Source: an optimization exercise on an open RTL-to-GDS flow (aim: small area, a short achievable clock period and few clock cycles). Production flows keep margins and buffers that such runs may drop.
Function was checked by simulation only, so behaviour that the tests miss may differ from the original.
Power is estimated from default activity; no workload was simulated.

==> flow/design.v <==
`timescale 1ns/1ps
`default_nettype none
package binning_pkg;
  localparam int WEIGHT_W    = 32;   
  localparam int ADDR_W      = 32;
  localparam int LEN_W       = 20;   
  localparam int BIN_FIELD_W = 8;    
  localparam int CNT_FIELD_W = 12;
  typedef enum logic {
    FLUSH_ONE_BIN,
    FLUSH_FINAL
  } flush_kind_e;
  typedef enum logic [2:0] {
    CTRL_IDLE, CTRL_RECEIVE, CTRL_SORT, CTRL_FLUSH_ONE, CTRL_FLUSH_ALL, CTRL_FINISH
  } ctrl_state_e;
  typedef enum logic [2:0] {
    WR_IDLE, WR_REQUEST, WR_WAIT_ACK, WR_SEND_BEATS, WR_WAIT_CMPLT, WR_NEXT_BIN
  } writer_state_e;
  typedef struct packed {
    logic                   valid;
    flush_kind_e            kind;
    logic [BIN_FIELD_W-1:0] bin;
    logic [CNT_FIELD_W-1:0] count;   
  } bin_cmd_t;
  typedef struct packed {
    logic              req;
    logic [ADDR_W-1:0] addr;
    logic [LEN_W-1:0]  len;
  } bus_cmd_t;
  typedef struct packed {
    logic [WEIGHT_W-1:0] data;
    logic                sof_n;
    logic                eof_n;
    logic                src_rdy_n;
  } wr_beat_t;
endpackage
`default_nettype wire
`timescale 1ns/1ps
`default_nettype none
module weight_binner #(
  parameter int                             NUM_BINS         = 16,   
  parameter int                             BIN_DEPTH        = 8,
  parameter int                             BLOCK_WEIGHTS    = 64,
  parameter logic [binning_pkg::ADDR_W-1:0] DRAM_BASE        = 32'h8000_0000,
  parameter int                             BIN_REGION_BYTES = 1024
) (
  input  wire                             Clk,
  input  wire                             arst_n,
  input  wire                             stream_valid,
  input  wire [binning_pkg::WEIGHT_W-1:0] stream_data,
  output logic                            stream_ready,
  input  wire                             start,
  output logic                            done,
  output logic                            bus_cmd_req,
  output logic [binning_pkg::ADDR_W-1:0]  bus_cmd_addr,
  output logic [binning_pkg::LEN_W-1:0]   bus_cmd_len,
  output logic [binning_pkg::WEIGHT_W-1:0] wr_beat_data,
  output logic                            wr_beat_sof_n,
  output logic                            wr_beat_eof_n,
  output logic                            wr_beat_src_rdy_n,
  input  wire                             cmd_ack,
  input  wire                             cmd_cmplt,
  input  wire                             dst_rdy_n
);
  localparam int WW    = binning_pkg::WEIGHT_W;
  localparam int AW    = binning_pkg::ADDR_W;
  localparam int LW    = binning_pkg::LEN_W;
  localparam int NS    = BLOCK_WEIGHTS;            
  localparam int SW    = $clog2(NS);
  localparam int BW    = $clog2(NUM_BINS);
  localparam int DW    = $clog2(BIN_DEPTH);        
  localparam int KW    = SW - DW;                  
  localparam int NW    = DW + 1;                   
  localparam int FQ    = 3;                        
  logic          busy;
  logic          ready_q;
  logic [SW-1:0] acnt;         
  logic [SW-1:0] wptr;         
  logic [WW-1:0] in_data_q;    
  logic          in_acc_q;     
  logic          in_vld_q;
  logic          last_seen;    
  logic          last_fired;   
  logic          last_taken;
  logic          accept;
  logic          peek;
  logic          proc;         
  logic [BW-1:0] p_bin;
  assign accept = stream_valid && ready_q;
  assign peek   = busy && in_vld_q && !in_acc_q && (acnt == SW'(NS - 1)) && !last_seen &&
                  (32'(fq_n) + 32'(f_v) < FQ);
  assign proc   = in_acc_q || peek;
  assign p_bin  = in_data_q[WW-1 -: BW];
  assign stream_ready = ready_q;
  logic [SW-1:0] cnt [NUM_BINS];    
  logic [SW-1:0] p_cnt;
  logic          fill;
  assign p_cnt = cnt[p_bin];
  assign fill  = proc && (p_cnt[DW-1:0] == DW'(BIN_DEPTH - 1));
  logic          f_v;
  logic [BW-1:0] f_bin;
  logic [KW-1:0] f_k;
  logic [BW-1:0] fq_bin [FQ];
  logic [KW-1:0] fq_k   [FQ];
  logic [1:0]    fq_n;
  logic          req_q;
  logic [BW-1:0] cb_bin;
  logic [KW-1:0] cb_k;
  logic [NW-1:0] cb_n;
  logic          cb_taken;     
  logic          await_cmplt;
  logic [NUM_BINS-1:0] rmask;  
  logic          rdone;        
  logic          ld_q;         
  logic          ld_fill;      
  logic          ld_res;       
  logic          res_found;
  logic [BW-1:0] res_bin;
  logic [KW-1:0] res_k;
  logic [DW-1:0] res_n;
  logic [NUM_BINS-1:0] res_mask;
  logic [NUM_BINS-1:0] res_below;
  logic [NUM_BINS-1:0] res_oh;
  always_comb begin
    for (int b = 0; b < NUM_BINS; b++) begin
      res_mask[b] = (cnt[b][DW-1:0] != '0) && rmask[b];
    end
    res_below = res_mask << 1;
    for (int d = 1; d < NUM_BINS; d = d * 2) begin
      res_below = res_below | (res_below << d);
    end
    res_oh    = res_mask & ~res_below;
    res_found = |res_mask;
    res_bin   = '0;
    res_k     = '0;
    res_n     = '0;
    for (int b = 0; b < NUM_BINS; b++) begin
      res_bin = res_bin | ({BW{res_oh[b]}} & BW'(b));
      res_k   = res_k | ({KW{res_oh[b]}} & cnt[b][SW-1:DW]);
      res_n   = res_n | ({DW{res_oh[b]}} & cnt[b][DW-1:0]);
    end
  end
  assign ld_q    = !req_q && (fq_n != 2'd0);
  assign ld_fill = !req_q && (fq_n == 2'd0) && f_v;
  assign ld_res  = !req_q && (fq_n == 2'd0) && !f_v && last_seen && !rdone && res_found;
  assign bus_cmd_req  = req_q;
  assign bus_cmd_addr = DRAM_BASE + AW'(cb_bin) * AW'(BIN_REGION_BYTES) +
                        AW'(cb_k) * AW'(BIN_DEPTH * 4);
  assign bus_cmd_len  = LW'({cb_n, 2'b00});
  logic [WW-1:0] slot  [NS-1];
  logic [NS-2:0] valid;         
  logic [NS-1:0] avail;
  logic [NS-1:0] match;
  logic [NS-1:0] below;         
  logic [NS-1:0] cand;          
  logic [BW-1:0] pb_bin;
  logic [NW-1:0] pb_left;       
  logic          pb_first;
  logic          hv;            
  logic [SW-1:0] h_idx;         
  logic [NS-1:0] h_sel;
  logic [SW-1:0] cand_idx;
  logic          h_sof;
  logic          h_eof;
  logic [BW-1:0] h_bin;
  logic          out_v;
  logic          open_q;        
  logic          src_rdy_n_q;
  logic [WW-1:0] out_data;
  logic          out_sof;
  logic          out_eof;
  logic          xfer;
  logic          out_take;
  logic          head_take;
  logic          pb_load;
  logic [WW-1:0] h_data;
  logic          open_nxt;
  logic          out_v_nxt;
  logic          cmd_xfer;
  assign avail = {last_seen && !last_fired, valid};
  always_comb begin
    for (int i = 0; i < NS; i++) begin
      match[i] = avail[i] && (((i == NS - 1) ? in_data_q[WW-1 -: BW] : slot[i][WW-1 -: BW]) == pb_bin);
    end
    below = match << 1;
    for (int d = 1; d < NS; d = d * 2) begin
      below = below | (below << d);
    end
    cand = match & ~below;
    cand_idx = '0;
    for (int i = 0; i < NS; i++) begin
      cand_idx = cand_idx | ({SW{cand[i]}} & SW'(i));
    end
  end
  always_comb begin
    for (int i = 0; i < NS; i++) begin
      h_sel[i] = (h_idx == SW'(i));
    end
  end
  always_comb begin
    h_data = {h_bin, {(WW-BW){1'b0}}};
    for (int i = 0; i < NS; i++) begin
      h_data[WW-BW-1:0] = h_data[WW-BW-1:0] |
        ({(WW-BW){h_sel[i]}} & ((i == NS - 1) ? in_data_q[WW-BW-1:0] : slot[i][WW-BW-1:0]));
    end
  end
  assign xfer      = !src_rdy_n_q && !dst_rdy_n;
  assign cmd_xfer  = req_q && cmd_ack;
  assign out_take  = hv && (!out_v || xfer);
  assign head_take = (pb_left != '0) && (!hv || out_take);
  assign pb_load   = (pb_left == '0) && req_q && !cb_taken;
  assign open_nxt  = (open_q && !(xfer && out_eof)) || cmd_xfer;
  assign out_v_nxt = out_take || (out_v && !xfer);
  assign wr_beat_data      = out_data;
  assign wr_beat_sof_n     = !out_sof;
  assign wr_beat_eof_n     = !out_eof;
  assign wr_beat_src_rdy_n = src_rdy_n_q;
  always_ff @(posedge Clk) begin
    in_data_q <= stream_data;
    if (in_acc_q) begin
      slot[wptr[SW-1:0]] <= in_data_q;
    end
    if (out_take) begin
      out_data <= h_data;
      out_sof  <= h_sof;
      out_eof  <= h_eof;
    end
    if (head_take) begin
      h_idx <= cand_idx;
      h_sof <= pb_first;
      h_eof <= (pb_left == NW'(1));
      h_bin <= pb_bin;
    end
    if (pb_load) begin
      pb_bin <= cb_bin;
    end
    if (ld_q) begin
      cb_bin <= fq_bin[0];
      cb_k   <= fq_k[0];
      cb_n   <= NW'(BIN_DEPTH);
    end else if (ld_fill) begin
      cb_bin <= f_bin;
      cb_k   <= f_k;
      cb_n   <= NW'(BIN_DEPTH);
    end else if (ld_res) begin
      cb_bin <= res_bin;
      cb_k   <= res_k;
      cb_n   <= NW'(res_n);
    end
    if (fill) begin
      f_bin <= p_bin;
      f_k   <= p_cnt[SW-1:DW];
    end
    for (int q = 0; q < FQ; q++) begin
      if (f_v && !ld_fill && 32'(fq_n) - 32'(ld_q) == q) begin
        fq_bin[q] <= f_bin;
        fq_k[q]   <= f_k;
      end else if (ld_q && q < FQ - 1) begin
        fq_bin[q] <= fq_bin[q+1];
        fq_k[q]   <= fq_k[q+1];
      end
    end
  end
  always_ff @(posedge Clk or negedge arst_n) begin
    if (!arst_n) begin
      busy        <= 1'b0;
      ready_q     <= 1'b0;
      acnt        <= '0;
      wptr        <= '0;
      in_acc_q    <= 1'b0;
      in_vld_q    <= 1'b0;
      last_seen   <= 1'b0;
      last_fired  <= 1'b0;
      last_taken  <= 1'b0;
      for (int b = 0; b < NUM_BINS; b++) cnt[b] <= '0;
      fq_n        <= '0;
      f_v         <= 1'b0;
      req_q       <= 1'b0;
      cb_taken    <= 1'b0;
      await_cmplt <= 1'b0;
      rmask       <= '0;
      rdone       <= 1'b0;
      valid       <= '0;
      pb_left     <= '0;
      pb_first    <= 1'b0;
      hv          <= 1'b0;
      out_v       <= 1'b0;
      open_q      <= 1'b0;
      src_rdy_n_q <= 1'b1;
      done        <= 1'b0;
    end else begin
      in_vld_q <= stream_valid;
      in_acc_q <= accept && (acnt != SW'(NS - 1));
      done     <= 1'b0;
      if (start && !busy) begin
        busy    <= 1'b1;
        ready_q <= 1'b1;
        acnt    <= '0;
        wptr    <= '0;
        rmask   <= '1;
        rdone   <= 1'b0;
        for (int b = 0; b < NUM_BINS; b++) cnt[b] <= '0;
      end else begin
        if (accept) begin
          if (acnt != SW'(NS - 1)) acnt <= acnt + 1'b1;
        end
        if (acnt == SW'(NS - 1)) begin
          ready_q <= last_fired && !last_taken && !ready_q &&
                     !(hv && h_idx == SW'(NS - 1));
        end else begin
          ready_q <= busy && !(accept && acnt == SW'(NS - 2)) &&
                     (3'(fq_n) - 3'(ld_q) + 3'(f_v && !ld_fill) + 3'(in_acc_q) + 3'(accept) < 3'(FQ));
        end
        if (accept && acnt == SW'(NS - 1)) begin
          last_taken <= 1'b1;
        end
        if (in_acc_q) begin
          wptr        <= wptr + 1'b1;
        end
        if (proc) begin
          cnt[p_bin] <= p_cnt + 1'b1;
        end
        if (peek) begin
          last_seen <= 1'b1;
        end
      end
      fq_n <= fq_n + 2'(f_v && !ld_fill) - 2'(ld_q);
      f_v  <= fill;
      if (cmd_xfer) begin
        req_q       <= 1'b0;
        await_cmplt <= 1'b1;
      end
      if (cmd_cmplt) begin
        await_cmplt <= 1'b0;
      end
      if (ld_q) begin
        req_q    <= 1'b1;
        cb_taken <= 1'b0;
      end else if (ld_fill) begin
        req_q    <= 1'b1;
        cb_taken <= 1'b0;
      end else if (ld_res) begin
        req_q    <= 1'b1;
        cb_taken <= 1'b0;
        rmask    <= rmask & ~res_oh;
      end else if (!req_q && fq_n == 2'd0 && !f_v && last_seen && !rdone && !res_found) begin
        rdone <= 1'b1;
      end
      if (pb_load) begin
        cb_taken <= 1'b1;
      end
      if (busy && rdone && !req_q && await_cmplt && cmd_cmplt) begin
        done       <= 1'b1;
        busy       <= 1'b0;
        last_seen  <= 1'b0;
        last_fired <= 1'b0;
        last_taken <= 1'b0;
      end
      if (pb_load) begin
        pb_left  <= cb_n;
        pb_first <= 1'b1;
      end
      if (head_take) begin
        hv       <= 1'b1;
        pb_left  <= pb_left - 1'b1;
        pb_first <= 1'b0;
        if (cand[NS-1]) begin
          last_fired <= 1'b1;
        end
      end else if (out_take) begin
        hv <= 1'b0;
      end
      out_v       <= out_v_nxt;
      for (int i = 0; i < NS - 1; i++) begin
        if (in_acc_q && wptr == SW'(i)) begin
          valid[i] <= 1'b1;
        end else if (head_take && cand[i]) begin
          valid[i] <= 1'b0;
        end
      end
      open_q      <= open_nxt;
      src_rdy_n_q <= !(open_nxt && out_v_nxt);
    end
  end
endmodule
`default_nettype wire
==> flow/run.sh <==
#!/bin/bash
# synth_recipe.tcl (not shown) runs the flow's synth.tcl, then flattens the netlist and writes it again
# the make line also repeats each setting of config.mk as NAME=value (left out here)
make -C /OpenROAD-flow-scripts/flow DESIGN_CONFIG=/design/flow/config.mk WORK_HOME=/design/flow/orfs CLKGATE_MAP_FILE= SYNTH_SCRIPT=/design/flow/synth_recipe.tcl finish
==> flow/config.mk <==
export PLATFORM = sky130hd
export DESIGN_NAME = weight_binner
export DESIGN_NICKNAME = weight_binner
export VERILOG_FILES = /design/flow/design.v
export SDC_FILE = /design/flow/constraint.sdc
export NUM_CORES = 4
export LEC_CHECK = 0
export ABC_CLOCK_PERIOD_IN_PS = 3000
export CAP_MARGIN = 20
export CORE_MARGIN = 2
export CORE_UTILIZATION = 65
export CTS_CLUSTER_DIAMETER = 60
export CTS_CLUSTER_SIZE = 20
export SETUP_SLACK_MARGIN = 4.8
export SLEW_MARGIN = 20
==> flow/constraint.sdc <==
create_clock -name core_clock -period 8.0 [get_ports {Clk}]
set_input_delay 1.6000 -clock core_clock [delete_from_list [all_inputs] [get_ports {Clk}]]
set_output_delay 1.6000 -clock core_clock [all_outputs]
set_load 0.01 [all_outputs]
==> results.txt <==
[stage by stage]
step,setup slack (ps),instances,power (mW)
after floorplan,4743,5302,18.14
after global placement,3289,7097,20.89
after detailed placement,3387,7102,20.96
after CTS,4481,7517,29.54
after global routing,4325,7586,30.77
final,4405,7598,30.19
[metal layers]
metal | GRT usage | up-vias
li1 | - | 22310
met1 | 0.6529 | 29860
met2 | 0.6625 | 6406
met3 | 0.1843 | 1525
met4 | 0.2401 | 22
met5 | 0.005146 | -
[how the worst max path moves through the flow]
stage                         start        to  slack [ps]  cells after the start
after global placement    pb_bin[1]  h_idx[5]        3290                     11
after detailed placement  pb_bin[1]  h_idx[5]        3390                     11
after CTS                 pb_bin[2]  h_idx[2]        4480                     13
after global routing      pb_bin[2]  h_idx[2]        4320                     13
after floorplan           pb_bin[3]  h_idx[2]        4740                     15
final                     pb_bin[2]  h_idx[2]        4410                     13
[logic make-up after synthesis]
group,count (synthesis)
flip-flops,2348
AND/OR/NAND/NOR,999
AO/OA/AOI/OAI,1244
buffers and inverters,290
other,2
adder cells (fa/ha/maj),20
multiplexers,93
XOR/XNOR,267
[timing repair]
action,CTS,global route
pin swaps,75,76
resized for setup,264,158
gates cloned,7,2
endpoints found under the setup margin,1227,423
setup buffers,130,67
[area by class of cell]
cell class                      count  area share
Tap cell                         1794     0.02187
Clock inverter                     58    0.006961
Timing Repair Buffer              472     0.04320
Clock buffer                      220     0.04217
Sequential cell                  2348      0.6736
Antenna cell                       12   0.0002926
Multi-Input combinational cell   2666      0.2108
Inverter                           28    0.001073
[registers in the layout, summed over array words and instances, names as in the netlist, 2 cells and up]
register   cells
acnt           6
cb_bin         4
cb_k           3
cb_n           4
cnt           96
f_bin          4
f_k            3
fq_bin        12
fq_k           9
fq_n           2
h_bin          4
h_idx          6
in_data_q     32
out_data      32
pb_bin         4
pb_left        4
rmask         16
slot        2016
valid         63
wptr           6
[power groups by stage]
| stage | Clock [mW] | Combinational, mW | Sequential (mW) |
|---|---|---|---|
| after global routing | 8.70 | 6.87 | 15.2 |
| after detailed placement | 0 | 5.57 | 15.4 |
| final | 8.35 | 6.72 | 15.1 |
| after floorplan | 0 | 3.01 | 15.1 |
| after global placement | 0 | 5.51 | 15.4 |
| after CTS | 8.30 | 6.17 | 15.1 |
[synthesized netlist by cell type (6+ instances only)]
master | count | area share
buf_1 | 6 | 0.00025
a21o_1 | 16 | 0.0013
nor4b_1 | 9 | 0.00088
xor2_1 | 197 | 0.019
nor3b_1 | 7 | 0.00059
or4_1 | 27 | 0.0023
dfrtp_1 | 210 | 0.059
xnor2_1 | 70 | 0.0069
a222oi_1 | 9 | 0.0010
a21oi_1 | 22 | 0.0012
buf_4 | 50 | 0.0042
a22o_1 | 406 | 0.040
a211oi_1 | 20 | 0.0017
or3_1 | 10 | 0.00070
and4b_1 | 9 | 0.0010
nor4_1 | 53 | 0.0037
a22oi_1 | 136 | 0.011
or2_2 | 21 | 0.0015
inv_1 | 26 | 0.0011
nor3_1 | 44 | 0.0025
ha_1 | 18 | 0.0025
mux2i_1 | 31 | 0.0035
nand2_1 | 199 | 0.0083
and2_1 | 6 | 0.00042
clkbuf_1 | 184 | 0.0077
nand4_1 | 153 | 0.011
nor4bb_1 | 10 | 0.0011
a221o_1 | 7 | 0.00078
o31ai_1 | 26 | 0.0022
nand4b_1 | 6 | 0.00059
o21ai_0 | 140 | 0.0078
edfxtp_1 | 2101 | 0.71
nor2b_1 | 33 | 0.0023
nor4_2 | 10 | 0.0014
dfxtp_1 | 36 | 0.0081
buf_6 | 13 | 0.0016
nand3_1 | 82 | 0.0046
a221oi_1 | 418 | 0.041
nand2b_1 | 15 | 0.0010
mux2_2 | 62 | 0.0078
nor2_1 | 259 | 0.011
a31oi_1 | 9 | 0.00063
and3_1 | 14 | 0.00098
==> flow_summary.json <==
{
  "status": "finished clean",
  "synth_top_family_by_area": "compound AO/OA/AOI/OAI gates",
  "syn_avg_cell_area_um2": 17.00,
  "highest_layer": "met5",
  "drcViolationCount": 0,
  "synth_edf_count": 2101,
  "io_pins": 129,
  "dr.pass1.iters": 12,
  "start_util": 0.6532,
  "cp-end-kind": "flop",
  "synth_area_um2": 89470,
  "crit_family": "simple AND/OR/NAND/NOR gates",
  "finalWirelength_um": 336600,
  "first_global_vias": 54630,
  "hold-path-endpoint": "out_data[29]",
  "yosysSeqAreaShare": 0.7722,
  "wl_per_cell_um": 44.30,
  "synth_mux_area_frac": 0.01127,
  "cts_buffers": 153,
  "fin_util": 0.7493,
  "ff2ff_setup_slack_ps": 4410,
  "synth_compound_area_frac": 0.1120,
  "die_h_um": 375.0,
  "stdcell_area_um2": 102600,
  "seq_power_share": 0.501,
  "switching_share": 0.3129,
  "tritoncts": "done",
  "synth-simple-area-share": 0.05928,
  "combPwrFrac": 0.223,
  "whs_path_depth": 0,
  "synth_xor_area_frac": 0.02614,
  "grt_pass1_wl_um": 449300,
  "fin_tns_setup_ps": 0,
  "die_w_um": 375.0,
  "gp_congestion": 0.9271,
  "finalNetCount": 5728,
  "final_common_cell": "edfxtp_1",
  "fp-row-count": 136,
  "vias": 60120,
  "r2r-start": "pb_bin[2]",
  "fin_crit_sh": 0.4493,
  "power_switching_mw": 9.448,
  "period_minus_slack_ps": 3595,
  "cts_buffer_depth": 3,
  "avgViaCountPerCell": 7.912,
  "regArea_um2": 69140,
  "antenna_found_initial": 17,
  "worstMarginPinSlew_ps": 1159,
  "critical_path_arrival_ps": 4150,
  "ys_seq_elements": 2348,
  "setup_viol": 0,
  "slew_headroom": 0.2270,
  "crit_path_start_kind": "flop",
  "ys.flop_type": "edfxtp_1",
  "portBuffers": 87,
  "ys_types": 79,
  "cap_violations": 0,
  "n_fill_cell": 8055,
  "syn2layout_area_growth_pct": 14.72,
  "crit-reg2reg-capture": "h_idx[2]",
  "final_layout_size_suffix_gt1_frac": 0.1870,
  "synth-async-reset-ratio": 0.08986,
  "post-dp-hpwl_um": 174100,
  "wl_met1_um": 112400,
  "wl_met2_um": 139100,
  "vdd.ir_drop.worst_uv": 242.1,
  "hold_buffers": 0,
  "cts_num_sinks": 2348,
  "clk_latency_ps": 850,
  "multiInputGateArea_um2": 21640,
  "whs_ps": 422.5,
  "crit_chain": "buf_8 > buf_16 > buf_12 > xor2_2 > nor3_2 > and3_4 > nor4_4 > nand4_4 > nor4_4 > buf_4 > and4b_2 > or4_1 > or4_1",
  "ys_warn_count": 4,
  "finClkSkew_ps": 38.63,
  "ant_nets": 0,
  "core_area_um2": 137000,
  "drt_first_iter_violations": 13010,
  "cts_root_buffer": "clkbuf_16",
  "hold_class": "reg -> reg",
  "p_int_mw": 20.75,
  "critical_path_required_ps": 8550,
  "hold_viol": 0,
  "synth_fa_ha_area_frac": 0.002965,
  "slowest_delay_ps": 500,
  "grt.total_usage": 0.4740,
  "clkPwrFrac": 0.276,
  "route.met3.wl_um": 61380,
  "htree_levels": 4,
  "dpl_cell_area_um2": 94140,
  "reg2regPathDepth": 13,
  "grt_max_degree": 128,
  "rsz0062_at_grt": "yes",
  "grt-ovfl-total": 0,
  "hold_start": "h_bin[1]",
  "path_max_fanout": 6,
  "cp_slowest_cell": "or4_1",
  "syn_inst": 5263,
  "clk_pin_slew_ps": 80,
  "slew_violations": 0,
  "crit_type": "reg -> reg",
  "critPathBufInv": 4,
  "p_leak_nw": 33.79,
  "dieArea_um2": 140600,
  "most-common-layout-cells": "edfxtp_1 (2101), a221oi_1 (407), a22o_1 (406)",
  "max_freq_mhz": 278.2,
  "power.density_nw_per_um2": 294.2
}
Testbench counts, summed over its fixed seeds: cycles 42,130.

-- what the ideal ports hide --
The results above use ideal ports. As a check the final layout listed here was re-extracted and re-timed, cells and wires unchanged. Step 1 assumes that a clkbuf_16 drives the clock port and a buf_2 every other input. Step 2, shift: input delay + t, output delay - t, t = (earliest + latest rising clock arrival at the registers) / 2. This alone moves slack from input paths to output paths. Slacks: ideal / step 1 / step 2; pairs: ideal / step 1.
t (ns): 0.911
setup WS [ns]: 4.405 / 4.405 / 3.974
worst setup path after step 2: input to register
clock arrival spread, ns: 0.043 / 0.044
After both steps this run still meets setup and hold. For this run, drivers alone change the setup slack by 0.000 ns; drivers and shift together by -0.431 ns.
